This is an optimization exercise on Yosys and OpenROAD, whose aim is small area, a short achievable clock period and few clock cycles per item, not a production implementation. Function was checked by simulation only, so behaviour that the tests miss may differ from the original. Power and IR drop assume default switching activity.

`flow/design.v`:
```
package dcache_pkg;
	parameter int DEF_SETS = 8;
	parameter int DEF_WORDS_PER_BLK = 2;
	localparam int DEF_IDX_W = $clog2(DEF_SETS);
	localparam int DEF_OFF_W = $clog2(DEF_WORDS_PER_BLK);
	localparam int DEF_TAG_W = 32 - DEF_IDX_W - DEF_OFF_W - 2;
	typedef logic [31:0] word_t;
	typedef logic [DEF_IDX_W-1:0] idx_t;
	typedef logic [DEF_OFF_W-1:0] off_t;
	typedef logic [DEF_TAG_W-1:0] tag_t;
	typedef struct packed {
		logic ren;
		logic wen;
		logic atomic;
		logic halt;
		word_t addr;
		word_t store;
	} dp_req_t;
	typedef struct packed {
		logic hit;
		word_t load;
		logic flushed;
	} dp_rsp_t;
	typedef struct packed {
		logic ren;
		logic wen;
		word_t addr;
		word_t store;
	} mem_req_t;
	typedef struct packed {
		logic busy;
		word_t load;
	} mem_rsp_t;
	typedef struct packed {
		idx_t set;
		logic way;
		off_t word;
		logic data_en;
		word_t data;
		logic tag_en;
		tag_t tag;
		logic valid_en;
		logic valid;
		logic dirty_en;
		logic dirty;
		logic lru_en;
		logic lru;
	} arr_wr_t;
	typedef enum logic [1:0] {
		IDLE,
		WRITEBACK,
		FILL,
		FLUSH
	} ctrl_state_t;
	typedef enum logic {
		WALK,
		DONE
	} flush_state_t;
endpackage
`timescale 1ns/10ps
module dcache_array #(
	parameter int SETS = dcache_pkg::DEF_SETS,
	parameter int WORDS_PER_BLK = dcache_pkg::DEF_WORDS_PER_BLK,
	localparam int IDX_W = $clog2(SETS),
	localparam int OFF_W = $clog2(WORDS_PER_BLK),
	localparam int TAG_W = 32 - IDX_W - OFF_W - 2
) (
	input logic CLK,
	input logic nRST,
	input dcache_pkg::word_t lookup_addr,
	input logic [IDX_W-1:0] rd_set,
	input logic rd_way,
	input logic [OFF_W-1:0] rd_word,
	input dcache_pkg::arr_wr_t wr,
	output logic hit,
	output logic hit_way,
	output dcache_pkg::word_t hit_data,
	output logic lru_way,
	output logic [TAG_W-1:0] victim_tag,
	output logic victim_dirty,
	output logic victim_valid,
	output dcache_pkg::word_t rd_data,
	output logic [TAG_W-1:0] rd_tag,
	output logic rd_dirty,
	output logic rd_valid
);
	dcache_pkg::word_t data_mem [SETS][2][WORDS_PER_BLK];
	logic [TAG_W-1:0] tag_mem [SETS][2];
	logic [SETS-1:0][1:0] valid_q;
	logic [SETS-1:0][1:0] dirty_q;
	logic [SETS-1:0] lru_q;
	logic [TAG_W-1:0] l_tag;
	logic [IDX_W-1:0] l_idx;
	logic [OFF_W-1:0] l_off;
	logic [1:0] way_hit;
	assign l_tag = lookup_addr[31 -: TAG_W];
	assign l_idx = lookup_addr[OFF_W+2 +: IDX_W];
	assign l_off = lookup_addr[2 +: OFF_W];
	assign way_hit[0] = valid_q[l_idx][0] && (tag_mem[l_idx][0] == l_tag);
	assign way_hit[1] = valid_q[l_idx][1] && (tag_mem[l_idx][1] == l_tag);
	assign hit = |way_hit;
	assign hit_way = way_hit[1];
	assign hit_data = data_mem[l_idx][hit_way][l_off];
	assign lru_way = lru_q[l_idx];
	assign victim_tag = tag_mem[l_idx][lru_way];
	assign victim_dirty = dirty_q[l_idx][lru_way];
	assign victim_valid = valid_q[l_idx][lru_way];
	assign rd_data = data_mem[rd_set][rd_way][rd_word];
	assign rd_tag = tag_mem[rd_set][rd_way];
	assign rd_dirty = dirty_q[rd_set][rd_way];
	assign rd_valid = valid_q[rd_set][rd_way];
	always_ff @(posedge CLK) begin
		if (wr.data_en) begin
			data_mem[wr.set][wr.way][wr.word] <= wr.data;
		end
		if (wr.tag_en) begin
			tag_mem[wr.set][wr.way] <= wr.tag;
		end
	end
	always_ff @(posedge CLK, negedge nRST) begin
		if (!nRST) begin
			valid_q <= '0;
			dirty_q <= '0;
			lru_q <= '0;
		end else begin
			if (wr.valid_en) begin
				valid_q[wr.set][wr.way] <= wr.valid;
			end
			if (wr.dirty_en) begin
				dirty_q[wr.set][wr.way] <= wr.dirty;
			end
			if (wr.lru_en) begin
				lru_q[wr.set] <= wr.lru;
			end
		end
	end
endmodule
`timescale 1ns/10ps
module dcache_ctrl #(
	parameter int SETS = dcache_pkg::DEF_SETS,
	parameter int WORDS_PER_BLK = dcache_pkg::DEF_WORDS_PER_BLK,
	localparam int IDX_W = $clog2(SETS),
	localparam int OFF_W = $clog2(WORDS_PER_BLK),
	localparam int TAG_W = 32 - IDX_W - OFF_W - 2
) (
	input logic CLK,
	input logic nRST,
	input dcache_pkg::dp_req_t dp_req,
	output dcache_pkg::dp_rsp_t dp_rsp,
	output dcache_pkg::mem_req_t mem_req,
	input dcache_pkg::mem_rsp_t mem_rsp,
	input logic hit,
	input logic hit_way,
	input dcache_pkg::word_t hit_data,
	input logic lru_way,
	input logic [TAG_W-1:0] victim_tag,
	input logic victim_dirty,
	input logic victim_valid,
	input dcache_pkg::word_t rd_data,
	output logic [IDX_W-1:0] rd_set,
	output logic rd_way,
	output logic [OFF_W-1:0] rd_word,
	output dcache_pkg::arr_wr_t wr,
	input dcache_pkg::mem_req_t flush_mem_req,
	input dcache_pkg::arr_wr_t flush_wr,
	input logic [IDX_W-1:0] flush_rd_set,
	input logic flush_rd_way,
	input logic [OFF_W-1:0] flush_rd_word,
	input logic flush_done,
	output logic flushing
);
	dcache_pkg::ctrl_state_t state_q, state_d;
	logic [OFF_W-1:0] cnt_q, cnt_d;
	dcache_pkg::word_t res_addr_q;
	logic res_valid_q, res_valid_d;
	logic ll_set;
	logic res_match;
	logic [TAG_W-1:0] req_tag;
	logic [IDX_W-1:0] req_idx;
	logic [OFF_W-1:0] req_off;
	logic access;
	logic last_word;
	assign req_tag = dp_req.addr[31 -: TAG_W];
	assign req_idx = dp_req.addr[OFF_W+2 +: IDX_W];
	assign req_off = dp_req.addr[2 +: OFF_W];
	assign access = dp_req.ren | dp_req.wen;
	assign last_word = (cnt_q == OFF_W'(WORDS_PER_BLK - 1));
	assign res_match = res_valid_q && (res_addr_q == dp_req.addr);
	assign flushing = (state_q == dcache_pkg::FLUSH);
	always_ff @(posedge CLK, negedge nRST) begin
		if (!nRST) begin
			state_q <= dcache_pkg::IDLE;
			cnt_q <= '0;
			res_valid_q <= 1'b0;
		end else begin
			state_q <= state_d;
			cnt_q <= cnt_d;
			res_valid_q <= res_valid_d;
		end
	end
	always_ff @(posedge CLK) begin
		if (ll_set) begin
			res_addr_q <= dp_req.addr;
		end
	end
	always_comb begin
		state_d = state_q;
		cnt_d = cnt_q;
		res_valid_d = res_valid_q;
		ll_set = 1'b0;
		dp_rsp = '0;
		dp_rsp.load = hit_data;
		dp_rsp.flushed = flush_done;
		mem_req = '0;
		wr = '0;
		rd_set = req_idx;
		rd_way = lru_way;
		rd_word = cnt_q;
		case (state_q)
			dcache_pkg::IDLE: begin
				if (dp_req.halt) begin
					state_d = dcache_pkg::FLUSH;
				end else if (access && hit) begin
					dp_rsp.hit = 1'b1;
					wr.set = req_idx;
					wr.way = hit_way;
					wr.word = req_off;
					wr.lru_en = 1'b1;
					wr.lru = ~hit_way;
					if (dp_req.wen) begin
						wr.data = dp_req.store;
						wr.dirty = 1'b1;
						if (dp_req.atomic) begin
							wr.data_en = res_match;
							wr.dirty_en = res_match;
							dp_rsp.load = dcache_pkg::word_t'(res_match);
							res_valid_d = 1'b0;
						end else begin
							wr.data_en = 1'b1;
							wr.dirty_en = 1'b1;
							if (res_match) begin
								res_valid_d = 1'b0;
							end
						end
					end else if (dp_req.atomic) begin
						ll_set = 1'b1;
						res_valid_d = 1'b1;
					end
				end else if (access) begin
					cnt_d = '0;
					if (victim_valid && victim_dirty) begin
						state_d = dcache_pkg::WRITEBACK;
					end else begin
						state_d = dcache_pkg::FILL;
					end
				end
			end
			dcache_pkg::WRITEBACK: begin
				mem_req.wen = 1'b1;
				mem_req.addr = {victim_tag, req_idx, cnt_q, 2'b00};
				mem_req.store = rd_data;
				if (!mem_rsp.busy) begin
					cnt_d = cnt_q + 1'b1;
					if (last_word) begin
						cnt_d = '0;
						state_d = dcache_pkg::FILL;
					end
				end
			end
			dcache_pkg::FILL: begin
				mem_req.ren = 1'b1;
				mem_req.addr = {req_tag, req_idx, cnt_q, 2'b00};
				if (!mem_rsp.busy) begin
					wr.set = req_idx;
					wr.way = lru_way;
					wr.word = cnt_q;
					wr.data_en = 1'b1;
					wr.data = mem_rsp.load;
					cnt_d = cnt_q + 1'b1;
					if (last_word) begin
						wr.tag_en = 1'b1;
						wr.tag = req_tag;
						wr.valid_en = 1'b1;
						wr.valid = 1'b1;
						wr.dirty_en = 1'b1;
						wr.dirty = 1'b0;
						cnt_d = '0;
						state_d = dcache_pkg::IDLE;
					end
				end
			end
			dcache_pkg::FLUSH: begin
				mem_req = flush_mem_req;
				wr = flush_wr;
				rd_set = flush_rd_set;
				rd_way = flush_rd_way;
				rd_word = flush_rd_word;
			end
			default: begin
				state_d = dcache_pkg::IDLE;
			end
		endcase
	end
endmodule
`timescale 1ns/10ps
module dcache_flush #(
	parameter int SETS = dcache_pkg::DEF_SETS,
	parameter int WORDS_PER_BLK = dcache_pkg::DEF_WORDS_PER_BLK,
	localparam int IDX_W = $clog2(SETS),
	localparam int OFF_W = $clog2(WORDS_PER_BLK),
	localparam int TAG_W = 32 - IDX_W - OFF_W - 2
) (
	input logic CLK,
	input logic nRST,
	input logic start,
	input dcache_pkg::mem_rsp_t mem_rsp,
	input logic [TAG_W-1:0] rd_tag,
	input dcache_pkg::word_t rd_data,
	input logic rd_dirty,
	input logic rd_valid,
	output dcache_pkg::mem_req_t mem_req,
	output dcache_pkg::arr_wr_t wr,
	output logic [IDX_W-1:0] rd_set,
	output logic rd_way,
	output logic [OFF_W-1:0] rd_word,
	output logic done
);
	dcache_pkg::flush_state_t state_q;
	logic [IDX_W-1:0] set_q;
	logic way_q;
	logic [OFF_W-1:0] word_q;
	logic walking;
	logic need_wb;
	logic advance;
	logic line_end;
	assign walking = start && (state_q == dcache_pkg::WALK);
	assign need_wb = rd_valid && rd_dirty;
	assign advance = walking && (!need_wb || !mem_rsp.busy);
	assign line_end = (word_q == OFF_W'(WORDS_PER_BLK - 1));
	assign rd_set = set_q;
	assign rd_way = way_q;
	assign rd_word = word_q;
	assign done = (state_q == dcache_pkg::DONE);
	always_comb begin
		mem_req = '0;
		if (walking && need_wb) begin
			mem_req.wen = 1'b1;
			mem_req.addr = {rd_tag, set_q, word_q, 2'b00};
			mem_req.store = rd_data;
		end
		wr = '0;
		wr.set = set_q;
		wr.way = way_q;
		wr.word = word_q;
		wr.valid_en = advance && line_end;
		wr.dirty_en = advance && line_end;
	end
	always_ff @(posedge CLK, negedge nRST) begin
		if (!nRST) begin
			state_q <= dcache_pkg::WALK;
			set_q <= '0;
			way_q <= 1'b0;
			word_q <= '0;
		end else if (advance) begin
			if (line_end) begin
				word_q <= '0;
				way_q <= ~way_q;
				if (way_q) begin
					if (set_q == IDX_W'(SETS - 1)) begin
						state_q <= dcache_pkg::DONE;
					end else begin
						set_q <= set_q + 1'b1;
					end
				end
			end else begin
				word_q <= word_q + 1'b1;
			end
		end
	end
endmodule
`timescale 1ns/10ps
module dcache_top #(
	parameter int SETS = dcache_pkg::DEF_SETS,
	parameter int WORDS_PER_BLK = dcache_pkg::DEF_WORDS_PER_BLK,
	localparam int IDX_W = $clog2(SETS),
	localparam int OFF_W = $clog2(WORDS_PER_BLK),
	localparam int TAG_W = 32 - IDX_W - OFF_W - 2
) (
	input logic CLK,
	input logic nRST,
	input dcache_pkg::dp_req_t dp_req,
	output dcache_pkg::dp_rsp_t dp_rsp,
	output dcache_pkg::mem_req_t mem_req,
	input dcache_pkg::mem_rsp_t mem_rsp
);
	logic arr_hit;
	logic arr_hit_way;
	dcache_pkg::word_t arr_hit_data;
	logic arr_lru_way;
	logic [TAG_W-1:0] victim_tag;
	logic victim_dirty;
	logic victim_valid;
	logic [IDX_W-1:0] rd_set;
	logic rd_way;
	logic [OFF_W-1:0] rd_word;
	dcache_pkg::word_t rd_data;
	logic [TAG_W-1:0] rd_tag;
	logic rd_dirty;
	logic rd_valid;
	dcache_pkg::arr_wr_t arr_wr;
	logic flushing;
	logic flush_done;
	dcache_pkg::mem_req_t flush_mem_req;
	dcache_pkg::arr_wr_t flush_wr;
	logic [IDX_W-1:0] flush_rd_set;
	logic flush_rd_way;
	logic [OFF_W-1:0] flush_rd_word;
	dcache_array #(
		.SETS(SETS),
		.WORDS_PER_BLK(WORDS_PER_BLK)
	) u_array (
		.CLK(CLK),
		.nRST(nRST),
		.lookup_addr(dp_req.addr),
		.rd_set(rd_set),
		.rd_way(rd_way),
		.rd_word(rd_word),
		.wr(arr_wr),
		.hit(arr_hit),
		.hit_way(arr_hit_way),
		.hit_data(arr_hit_data),
		.lru_way(arr_lru_way),
		.victim_tag(victim_tag),
		.victim_dirty(victim_dirty),
		.victim_valid(victim_valid),
		.rd_data(rd_data),
		.rd_tag(rd_tag),
		.rd_dirty(rd_dirty),
		.rd_valid(rd_valid)
	);
	dcache_ctrl #(
		.SETS(SETS),
		.WORDS_PER_BLK(WORDS_PER_BLK)
	) u_ctrl (
		.CLK(CLK),
		.nRST(nRST),
		.dp_req(dp_req),
		.dp_rsp(dp_rsp),
		.mem_req(mem_req),
		.mem_rsp(mem_rsp),
		.hit(arr_hit),
		.hit_way(arr_hit_way),
		.hit_data(arr_hit_data),
		.lru_way(arr_lru_way),
		.victim_tag(victim_tag),
		.victim_dirty(victim_dirty),
		.victim_valid(victim_valid),
		.rd_data(rd_data),
		.rd_set(rd_set),
		.rd_way(rd_way),
		.rd_word(rd_word),
		.wr(arr_wr),
		.flush_mem_req(flush_mem_req),
		.flush_wr(flush_wr),
		.flush_rd_set(flush_rd_set),
		.flush_rd_way(flush_rd_way),
		.flush_rd_word(flush_rd_word),
		.flush_done(flush_done),
		.flushing(flushing)
	);
	dcache_flush #(
		.SETS(SETS),
		.WORDS_PER_BLK(WORDS_PER_BLK)
	) u_flush (
		.CLK(CLK),
		.nRST(nRST),
		.start(flushing),
		.mem_rsp(mem_rsp),
		.rd_tag(rd_tag),
		.rd_data(rd_data),
		.rd_dirty(rd_dirty),
		.rd_valid(rd_valid),
		.mem_req(flush_mem_req),
		.wr(flush_wr),
		.rd_set(flush_rd_set),
		.rd_way(flush_rd_way),
		.rd_word(flush_rd_word),
		.done(flush_done)
	);
endmodule
module dcache (
	input  logic        clk,
	input  logic        rst_n,
	input  logic        dp_ren,
	input  logic        dp_wen,
	input  logic        dp_atomic,
	input  logic        dp_halt,
	input  logic [31:0] dp_addr,
	input  logic [31:0] dp_store,
	output logic        dp_hit,
	output logic [31:0] dp_load,
	output logic        dp_flushed,
	output logic        mem_ren,
	output logic        mem_wen,
	output logic [31:0] mem_addr,
	output logic [31:0] mem_store,
	input  logic        mem_busy,
	input  logic [31:0] mem_load
);
	dcache_pkg::dp_req_t dp_req;
	dcache_pkg::dp_rsp_t dp_rsp;
	dcache_pkg::mem_req_t mem_req;
	dcache_pkg::mem_rsp_t mem_rsp;
	assign dp_req.ren = dp_ren;
	assign dp_req.wen = dp_wen;
	assign dp_req.atomic = dp_atomic;
	assign dp_req.halt = dp_halt;
	assign dp_req.addr = dp_addr;
	assign dp_req.store = dp_store;
	assign dp_hit = dp_rsp.hit;
	assign dp_load = dp_rsp.load;
	assign dp_flushed = dp_rsp.flushed;
	assign mem_ren = mem_req.ren;
	assign mem_wen = mem_req.wen;
	assign mem_addr = mem_req.addr;
	assign mem_store = mem_req.store;
	assign mem_rsp.busy = mem_busy;
	assign mem_rsp.load = mem_load;
	dcache_top u_top (
		.CLK(clk), .nRST(rst_n), .dp_req(dp_req), .dp_rsp(dp_rsp),
		.mem_req(mem_req), .mem_rsp(mem_rsp)
	);
endmodule
```
`flow/run.sh`:
```
#!/bin/bash
# synth_recipe.tcl (not shown) runs the flow's synth.tcl, then flattens the netlist and writes it again
# the make line also repeats each setting of config.mk as NAME=value (left out here)
make -C /OpenROAD-flow-scripts/flow DESIGN_CONFIG=/design/flow/config.mk WORK_HOME=/design/flow/orfs CLKGATE_MAP_FILE= SYNTH_SCRIPT=/design/flow/synth_recipe.tcl finish
```
`flow/config.mk`:
```
export PLATFORM = sky130hd
export DESIGN_NAME = dcache
export DESIGN_NICKNAME = dcache
export VERILOG_FILES = /design/flow/design.v
export SDC_FILE = /design/flow/constraint.sdc
export NUM_CORES = 4
export LEC_CHECK = 0
export CAP_MARGIN = 20
export CORE_MARGIN = 2
export CORE_UTILIZATION = 40
export SETUP_SLACK_MARGIN = 0.8
export SLEW_MARGIN = 20
```
`flow/constraint.sdc`:
```
create_clock -name core_clock -period 7.5 [get_ports {clk}]
set_input_delay 1.5000 -clock core_clock [delete_from_list [all_inputs] [get_ports {clk}]]
set_output_delay 1.5000 -clock core_clock [all_outputs]
set_load 0.01 [all_outputs]
```
==> notes.md <==
tightest hold or removal path, delay by kind of cell, from the launching register on:
kind	cells	cell delay, ns
compound gates	2	0.13
flops	1	0.34
timing repair:
| item | in CTS | in global routing |
|---|---|---|
| setup endpoints to repair | 96 | 81 |
| buffers inserted | 93 | 37 |
| pin swaps | 104 | 68 |
| cloned | 21 | 5 |
| hold endpoints to repair | 0 | 0 |
| resized for setup | 460 | 173 |
logic make-up (layout without fill, tap and decap cells):
family                     Yosys count  after routing  synth area share [%]
xor gates and xnor gates            57             57                 0.657
DFF                               1522           1522                  59.0
adders and majority gates           13             13                 0.211
muxes                              763            763                  18.8
other                                1              4               0.00486
buffers and inverters              493           1216                  2.72
and+or+nand+nor                   1966           1966                  11.3
AOI/OAI and AO/OA                  746            746                  7.32
stage by stage:
step	cell area (um^2)	hold slack, ns	power [W]	cells
final	94900	0.503	0.0268	8813
after global routing	94900	0.522	0.0278	8812
after CTS	94000	0.505	0.0265	8768
after detailed placement	85900	0.489	0.0179	8345
after global placement	85900	0.491	0.0178	8344
after floorplan	77100	0.458	0.0145	5562
cell type report:
cell class              instances  area [um^2]  area share (%)
diodes                          2         5.00         0.00527
clock buffers                 194         4300            4.53
clock inverters               115         1220            1.29
inverters                      31          119           0.125
multi-input cells            3547        31300            32.9
flip-flops and latches       1522        45500            47.9
well taps                    2526         3160            3.33
repair buffers                876         9410            9.91
synth_stat cells, types with 7 or more instances:
library cell	count	area, um^2
buf_6	18	203
o22a_1	32	280
a211oi_1	41	308
mux4_2	542	12200
a311oi_1	225	1970
mux2_2	39	439
o31a_1	9	78.8
inv_1	28	105
nor3_1	90	450
buf_1	34	128
or3_1	34	213
buf_4	12	90.1
o22ai_1	42	263
clkbuf_1	348	1310
o21ai_0	59	295
nand4_1	16	100
a22oi_1	24	180
ha_1	13	163
buf_2	50	250
nor2b_1	54	338
mux2i_1	173	1730
a21oi_1	108	541
and2_1	26	163
nor4_1	28	175
nor2_1	170	638
dfrtp_1	50	1250
xnor2_1	50	438
nand3_1	277	1390
nand2_1	1098	4120
a22o_1	51	447
and3_1	134	838
edfxtp_1	1472	44200
o31ai_1	19	143
nand2b_1	7	43.8
o21a_1	7	52.6
a31oi_1	34	213
a222oi_1	27	270
mux2_1	8	90.1
a21boi_0	7	52.6
a221oi_1	33	289
sequential cells by signal (all words and copies together) (netlist names):
name	count
u_top.u_array.data_mem	1024
u_top.u_array.dirty_q	16
u_top.u_array.lru_q	8
u_top.u_array.tag_mem	416
u_top.u_array.valid_q	16
u_top.u_ctrl.cnt_q	1
u_top.u_ctrl.res_addr_q	32
u_top.u_ctrl.res_valid_q	1
u_top.u_ctrl.state_q	2
u_top.u_flush.set_q	3
u_top.u_flush.state_q	1
u_top.u_flush.way_q	1
u_top.u_flush.word_q	1
report_power, final:
| part | switching (W) | internal [W] |
|---|---|---|
| clock network | 0.00359 | 0.00476 |
| registers | 0.0000900 | 0.00959 |
| logic | 0.00546 | 0.00333 |
metal layers:
metal,vias up,GRT usage [%],wire length [um]
li1,23300,-,-
met1,29400,37.0,105000
met2,3935,45.4,134000
met3,735,5.66,30700
met4,0,12.8,14600
met5,-,0,0
worst max path at each step:
stage / endpoint / slack (ns) / startpoint / cells after the start
after floorplan: u_top.u_array.data_mem[15][0]$_DFFE_PP_ / 0.43 / dp_addr[5] / 15
after global placement: dp_load[17] / -0.89 / dp_addr[4] / 18
after detailed placement: dp_load[2] / -0.64 / dp_addr[4] / 18
after CTS: dp_load[4] / 0.46 / dp_addr[4] / 21
after global routing: dp_load[4] / 0.22 / dp_addr[4] / 22
final: dp_load[15] / 0.38 / dp_addr[5] / 19
==> results.json <==
{
  "clk_path_buf_depth": 3,
  "hold_end": "u_top.u_array.lru_q[1]$_DFFE_PN0P_",
  "root_buffer": "clkbuf_16",
  "synth_cells": 5561,
  "power_density_nw_per_um2": 283,
  "die_h_um": 443,
  "hold_violations": 0,
  "maxCapViolations": 0,
  "syn_avg_cell_area_um2": 13.9,
  "rsz0062_at_grt": "yes",
  "area_growth_syn_to_layout_pct": 23.1,
  "tightest_slew_ns": 1.21,
  "whs_path_depth": 2,
  "arrival_ns": 5.62,
  "min_period_over_period_pct": 94.9,
  "io_pins": 203,
  "portBuffers": 200,
  "detail-route-antenna-nets": 0,
  "ys_seq_area_share_pct": 59.0,
  "path_buf_inv": 9,
  "end_kind": "primary output",
  "drv_slew": 0,
  "cts_hold_buf": 0,
  "netlist_area_um2": 77100,
  "drive_above_1_share_pct": 29.4,
  "grt_overflow_total": 0,
  "nNetsFinal": 6261,
  "numClockSinks": 1522,
  "r2r_end": "u_top.u_array.valid_q[1]$_DFFE_PN0P_",
  "gp_congestion": 0.951,
  "worstHoldStart": "u_top.u_array.lru_q[1]$_DFFE_PN0P_",
  "worstPathRequired_ns": 6.00,
  "grt_pass1_vias": 55500,
  "dr.pass1.iters": 7,
  "slowest_delay_ns": 0.52,
  "vdd_drop_max_mv": 0.280,
  "place_ws_ns": -0.639,
  "clock_latency_ns": 0.85,
  "wl_per_cell_um": 32.3,
  "max-slew-margin-rel_pct": 19.6,
  "final_cell_mix": "edfxtp_1 (1472), nand2_1 (1093), mux4_2 (542)",
  "via_count": 57400,
  "p_leak_nw": 33.0,
  "grt_use_total_pct": 28.3,
  "hpwl_mm": 171,
  "status": "finished clean",
  "reg2reg_slack_ns": 1.77,
  "via_per_inst": 6.51,
  "r2r_cells": 22,
  "worstReg2RegStart": "u_top.u_array.tag_mem[3][24]$_DFFE_PP_",
  "cp_slowest_cell": "nor4_4",
  "layout.cells.most_common": "edfxtp_1",
  "antenna_found_initial": 2,
  "critPathMaxFanout": 20,
  "cts-buffers-inserted": 167,
  "fin_ws_ns": 0.382,
  "fin_skew_ns": 0.0702,
  "fin_crit_ns": 7.12,
  "core_area_um2": 192000,
  "ys_ff_latch": 1522,
  "fin_setup_tns_ns": 0,
  "grt_max_degree": 172,
  "die-area_um2": 196000,
  "cts_tree": "done",
  "max_freq_mhz": 140,
  "fill_cells": 16200,
  "drt-initial-drc-count": 7907,
  "route.detailed.drc": 0,
  "drt_wl_total_mm": 285,
  "critPathTopFamily": "buffers and inverters",
  "synthFlopType": "edfxtp_1",
  "setup_violations": 0,
  "async_flop_share_pct": 3.29,
  "synth_cell_types": 79,
  "yosys_warnings": 3,
  "final_core_util_pct": 49.5,
  "clkTransAtPathRegs_ns": 0.06,
  "placementRows": 161,
  "grt_pass1_wl_mm": 402,
  "start_util_pct": 40.2,
  "critPathKind": "in2out",
  "startpoint_type": "primary input",
  "die_x_um": 443,
  "synth-edff-count": 1472,
  "cts-htree-levels": 4,
  "hold_class": "reg2reg",
  "worstPathCellList": "clkbuf_16 > buf_12 > buf_4 > mux4_2 > mux2i_1 > xnor2_1 > nor2_1 > nand3_2 > nor4_4 > buf_12 > buf_4 > buf_8 > buf_16 > mux4_2 > o22ai_1 > or3_4 > a221oi_4 > buf_6 > buf_2"
}
Testbench counts, summed over its fixed seeds: cycles 21,885, accesses 8,000.

-- static timing again, ports no longer ideal --
How much do the figures lean on ideal ports? The routed layout below was timed once more, with nothing changed but the port constraints.
Step 1: set_driving_cell puts a clkbuf_16 on clk and a buf_2 on each other input, an assumption about the parent block.
Step 2, shift: input delay + t, output delay - t, t = (earliest + latest rising clock arrival at the registers) / 2. This alone moves slack from input paths to output paths.
Slacks: ideal ports / drivers / drivers and shift; pairs: ideal ports / drivers.
t (ns): 0.911
setup slack, ns: 0.382 / 0.190 / 0.190
latest minus earliest clock arrival (ns): 0.073 / 0.074
cell pins on the clock port's net: 1
After both steps this run still meets setup and hold. The setup slack of this run moves by -0.192 ns with the drivers and by -0.192 ns with both steps.
